Source: an optimization exercise on an open RTL-to-GDS flow (aim: small area, a short achievable clock period and few clock cycles per item). Production flows keep margins and buffers that such runs may drop. Function was checked by simulation only, so behaviour that the tests miss may differ from the original. Power figures rest on the tool's default switching activity, not on a simulated workload.

## alpha
Design sprite_line_engine, start of the top module:
module sprite_line_engine #(
  parameter int SPRITE_COUNT = 128
) (
  input  wire         clk,
  input  wire         rst_n,
  input  wire         line_start,
  input  wire  [7:0]  line_y,
  output logic        line_busy,
  output logic        param_en,
  output logic [7:0]  param_addr,
  input  wire  [31:0] param_data,
  output logic        tile_en,
  output logic [15:0] tile_addr,
  input  wire  [7:0]  tile_data,
  output logic        pal_en,
  output logic [9:0]  pal_addr,
  input  wire  [31:0] pal_data,
  output logic        line_bank,
  output logic        line_re,
  output logic [8:0]  line_raddr,
  input  wire  [31:0] line_rdata,
  output logic        line_we,
  output logic [8:0]  line_waddr,
  output logic [31:0] line_wdata
);
For scale: about 1300 cells after synthesis, ~210 I/O pins, roughly 16000 µm² of cells after synthesis.
Settings: LEC_CHECK=0, CAP_MARGIN=20, CORE_MARGIN=2, CORE_UTILIZATION=60, CTS_CLUSTER_DIAMETER=100, CTS_CLUSTER_SIZE=20, PLACE_DENSITY=0.7, SLEW_MARGIN=20, SYNTH_HIERARCHICAL=1, SYNTH_MINIMUM_KEEP_SIZE=0; clock period 10.0 ns.
standard.sh (not shown) runs the stock make flow with config.mk's settings and CLKGATE_MAP_FILE= SYNTH_SCRIPT=/design/flow/synth_recipe.tcl, a recipe that flattens the netlist after the stock synthesis.
==> flow/flow/run.sh <==
#!/bin/bash
# Standard layout, with repair_timing asked for extra setup margin and the port buffers
# made with a plain buffer; each tool's output goes to flow_standard.log here.
set -euo pipefail
export SETUP_SLACK_MARGIN=7.0
export BUFFER_PORTS_ARGS="-buffer_cell sky130_fd_sc_hd__buf_1"
bash standard.sh > flow_standard.log 2>&1
alpha reached the end of the flow, and the finished layout is clean on the timing, design-rule and antenna checks.
Testbench counts of alpha, summed over its fixed seeds: cycles 572,034, lines 768.
Input changes introduced in beta (baseline for comparison: alpha):
-- flow/flow/run.sh --
<<< alpha, line 4
set -euo pipefail
export SETUP_SLACK_MARGIN=7.0
export BUFFER_PORTS_ARGS="-buffer_cell sky130_fd_sc_hd__buf_1"
>>> beta, line 4
set -euo pipefail
export SETUP_SLACK_MARGIN=6.8
export BUFFER_PORTS_ARGS="-buffer_cell sky130_fd_sc_hd__buf_1"
Notes after the runs:
- Final instance area is higher on alpha
- Re largest fanout on the critical path: alpha and beta aren't equal, and the higher value belongs to beta.
- Looking at length of routed met3 wiring, beta sits below alpha.
- Number of global-route vias before repair | beta below alpha
Edits applied to the flow inputs when going from beta to gamma:
-- flow/flow/run.sh --
<<< beta, line 4
set -euo pipefail
export SETUP_SLACK_MARGIN=6.8
export BUFFER_PORTS_ARGS="-buffer_cell sky130_fd_sc_hd__buf_1"
>>> gamma, line 4
set -euo pipefail
export SETUP_SLACK_MARGIN=6.6
export BUFFER_PORTS_ARGS="-buffer_cell sky130_fd_sc_hd__buf_1"
--- outcome ---
Delta (gamma minus beta): final worst slack decreased 68 ps, transition time at the pin with the least slew margin increased 25 ps. Clock network contribution to total cell area delta (gamma -> beta): insignificant. On worst-case setup slack after placement, beta loses to gamma. gamma does better than beta on post-detailed-routing wire length. Status: area taken by flip-flops and latches parity (beta, gamma). Changes observed in gamma relative to beta: critical path depth increased 2, time the final worst path needs with I/O delays and setup +68 ps, synthesis-to-layout area growth saw a decrease.


sprite_line_engine, a different RTL version from the one above (not shown whole).
Size: about 1300 cells after synthesis.
export LEC_CHECK = 0
export CAP_MARGIN = 20
export CORE_MARGIN = 2
export CORE_UTILIZATION = 60
export CTS_CLUSTER_DIAMETER = 150
export CTS_CLUSTER_SIZE = 24
export PLACE_DENSITY = 0.7
export SLEW_MARGIN = 20
export SYNTH_HIERARCHICAL = 1
export SYNTH_MINIMUM_KEEP_SIZE = 0
create_clock -name core_clock -period 10.0 [get_ports {clk}]
==> flow/flow/run.sh <==
#!/bin/bash
# Standard layout, with repair_timing asked for extra setup margin and the port buffers
# made with a plain buffer; each tool's output goes to flow_standard.log here.
set -euo pipefail
export SETUP_SLACK_MARGIN=6.7
export BUFFER_PORTS_ARGS="-buffer_cell sky130_fd_sc_hd__buf_1"
bash standard.sh > flow_standard.log 2>&1
Testbench counts at the start, summed over its fixed seeds: cycles 572,034, lines 768.
Then changed:
--- a/flow/flow/run.sh
+++ b/flow/flow/run.sh
@@ -5 +5 @@
-export SETUP_SLACK_MARGIN=6.7
+export SETUP_SLACK_MARGIN=6.8
- CTS_CLUSTER_SIZE: 24 -> 30
Clock-buffer cell count falls by 2; power falls by about 1.2%; worst hold slack barely changes; sequential share of layout area is about the same; cell area is about the same; final cell count is about the same; wire length is about the same; via count stays flat; critical path depth falls by 5; non-clock buffer count rises by 1.
Then changed:
- CTS_CLUSTER_DIAMETER: 150 -> 100
- CTS_CLUSTER_SIZE: 30 -> 20
Effect:
- power went up by 2.6%
- setup slack gains 0.0074 ns
- cell area rises by 0.74%
- worst hold slack is about the same
- combinational power hardly moves
Then changed:
--- a/flow/flow/run.sh
+++ b/flow/flow/run.sh
@@ -5 +5 @@
-export SETUP_SLACK_MARGIN=6.8
+export SETUP_SLACK_MARGIN=6.9
- CTS_CLUSTER_DIAMETER: 100 -> 150
- CTS_CLUSTER_SIZE: 20 -> 24
The new run completed with no timing, DRC or antenna violations.
Register-to-register slack is better by 0.04 ns.
Synthesized area stays the same.
Via count climbs by 0.67%.
First-iteration DRC count fell by 15%.
Cell count is about the same.
Non-clock buffer count came out higher by 3.
Core utilization rises by 0.35 points.
Worst hold slack improves by 0.0060 ns.


## v25
sprite_line_engine, a different RTL version from the one above (not shown whole).
Size in the first run: roughly 1400 cells after synthesis, roughly 310 flip-flops, roughly 210 I/O pins, about 16000 um^2 of cells after synthesis.
==> flow/config.mk <==
export PLATFORM = sky130hd
export DESIGN_NAME = sprite_line_engine
export DESIGN_NICKNAME = sprite_line_engine
export VERILOG_FILES = /design/flow/design.v
export SDC_FILE = /design/flow/constraint.sdc
export NUM_CORES = 4
export LEC_CHECK = 0
export CAP_MARGIN = 20
export CORE_MARGIN = 2
export CORE_UTILIZATION = 75
export CTS_CLUSTER_DIAMETER = 100
export CTS_CLUSTER_SIZE = 20
export PLACE_DENSITY = 0.8
export SLEW_MARGIN = 20
==> flow/constraint.sdc <==
create_clock -name core_clock -period 10.0 [get_ports {clk}]
set_input_delay 2.0000 -clock core_clock [delete_from_list [all_inputs] [get_ports {clk}]]
set_output_delay 2.0000 -clock core_clock [all_outputs]
set_load 0.01 [all_outputs]
==> flow/flow/run.sh <==
#!/bin/bash
# Standard layout, with repair_timing asked for extra setup margin and the port buffers
# made with a plain buffer; each tool's output goes to flow_standard.log here.
set -euo pipefail
export SETUP_SLACK_MARGIN=6.8
export BUFFER_PORTS_ARGS="-buffer_cell sky130_fd_sc_hd__buf_1"
bash standard.sh > flow_standard.log 2>&1
Testbench counts of v25, summed over its fixed seeds: cycles 572,034, lines 768.
Input changes introduced in v21 (baseline for comparison: v25):
-- flow/config.mk --
<<< v25, line 9
export CORE_MARGIN = 2
export CORE_UTILIZATION = 75
export CTS_CLUSTER_DIAMETER = 100
export CTS_CLUSTER_SIZE = 20
export PLACE_DENSITY = 0.8
export SLEW_MARGIN = 20
>>> v21, line 9
export CORE_MARGIN = 2
export CORE_UTILIZATION = 60
export CTS_CLUSTER_DIAMETER = 150
export CTS_CLUSTER_SIZE = 24
export PLACE_DENSITY = 0.7
export SLEW_MARGIN = 20
[summary]
- Going from v25 to v21, overall via count from detail_route shrinks by 500.
- v21 was carried through to the last stage, and its layout satisfied the timing, design-rule and antenna checks.
- v21 vs v25: global-route usage down in v21
- Between v25 and v21, the maximum fanout count along the critical path is higher for v21.
Input changes introduced in v42 (baseline for comparison: v21):
-- flow/config.mk --
<<< v21, line 10
export CORE_UTILIZATION = 60
export CTS_CLUSTER_DIAMETER = 150
export CTS_CLUSTER_SIZE = 24
export PLACE_DENSITY = 0.7
>>> v42, line 10
export CORE_UTILIZATION = 60
export CTS_CLUSTER_DIAMETER = 60
export CTS_CLUSTER_SIZE = 30
export PLACE_DENSITY = 0.7
Notes after the runs:
Power: v42 draws more than v21. Going from v21 to v42, the synthesis-to-finish area growth was found to have gone up by 1.9 points. The run showing the smaller worst setup slack is v21. Max actual slew at the worst max-slew pin across v42 and v21: v21. Half-perimeter wire length after placement came out exactly the same in v42 and v21. Worst hold slack came out lower on v42 than on v21. Comparing v42 and v21, the higher global-route usage was measured on v42.
Relative to v42, the following input files were edited for v49:
-- flow/config.mk --
<<< v42, line 10
export CORE_UTILIZATION = 60
export CTS_CLUSTER_DIAMETER = 60
export CTS_CLUSTER_SIZE = 30
export PLACE_DENSITY = 0.7
>>> v49, line 10
export CORE_UTILIZATION = 60
export CTS_CLUSTER_DIAMETER = 100
export CTS_CLUSTER_SIZE = 20
export PLACE_DENSITY = 0.7
Findings:
Re cell count: v42 was higher than v49.
Worst relative slew slack: lower on v42
v49 reports a lower power than v42 does.
v49 vs. v42: utilization went down, clock-cell share of area went down, maximum frequency from static timing analysis did not really move, net switching share of the total power went down, sequential share of layout area went up.

-- re-timing with driven ports --
No port has a modelled driver above. Below, the same layouts with a new extraction and two added sets of constraints. Step 1 assumes that a clkbuf_16 drives the clock port and a buf_2 every other input. Step 2 adds t to the input delays and takes it off the output delays; t is the mean of the earliest and latest rising clock arrival at the registers after step 1. Input paths then give back, and output paths get back, about the clock's delay inside the block. Three values: ideal ports, drivers, drivers and shift; two values: the first two.
| run | t (ns) | slack for setup (ns) | worst hold slack (ns) | clock arrival spread, ns | worst data-port slew with drivers (ns) |
|---|---|---|---|---|---|
| alpha | 0.560 | 6.845 / 6.846 / 6.286 | 0.332 / 0.332 / 0.332 | 0.025 / 0.024 | 0.07 |
| beta | 0.552 | 6.786 / 6.807 / 6.260 | 0.322 / 0.322 / 0.322 | 0.017 / 0.016 | 0.07 |
| gamma | 0.552 | 6.717 / 6.743 / 6.191 | 0.330 / 0.330 / 0.330 | 0.019 / 0.019 | 0.07 |
| the first run of note 2 | 0.554 | 6.799 / 6.750 / 6.372 | 0.330 / 0.330 / 0.330 | 0.018 / 0.019 | 0.07 |
| the second run of note 2 | 0.550 | 6.854 / 6.806 / 6.374 | 0.329 / 0.329 / 0.329 | 0.023 / 0.023 | 0.07 |
| the third run of note 2 | 0.558 | 6.862 / 6.814 / 6.391 | 0.328 / 0.328 / 0.328 | 0.014 / 0.014 | 0.07 |
| the fourth run of note 2 | 0.548 | 6.920 / 6.876 / 6.385 | 0.334 / 0.334 / 0.334 | 0.021 / 0.020 | 0.07 |
| v25 | 0.560 | 6.803 / 6.799 / 6.287 | 0.331 / 0.331 / 0.331 | 0.024 / 0.023 | 0.08 |
| v21 | 0.557 | 6.809 / 6.809 / 6.325 | 0.333 / 0.333 / 0.333 | 0.019 / 0.019 | 0.06 |
| v42 | 0.579 | 6.817 / 6.808 / 6.257 | 0.324 / 0.324 / 0.324 | 0.024 / 0.023 | 0.06 |
| v49 | 0.565 | 6.814 / 6.814 / 6.303 | 0.321 / 0.321 / 0.321 | 0.014 / 0.015 | 0.06 |
After both steps setup and hold are still met in every run listed. For v42, which loses most, drivers alone change the setup slack by -0.009 ns; drivers and shift together by -0.560 ns.
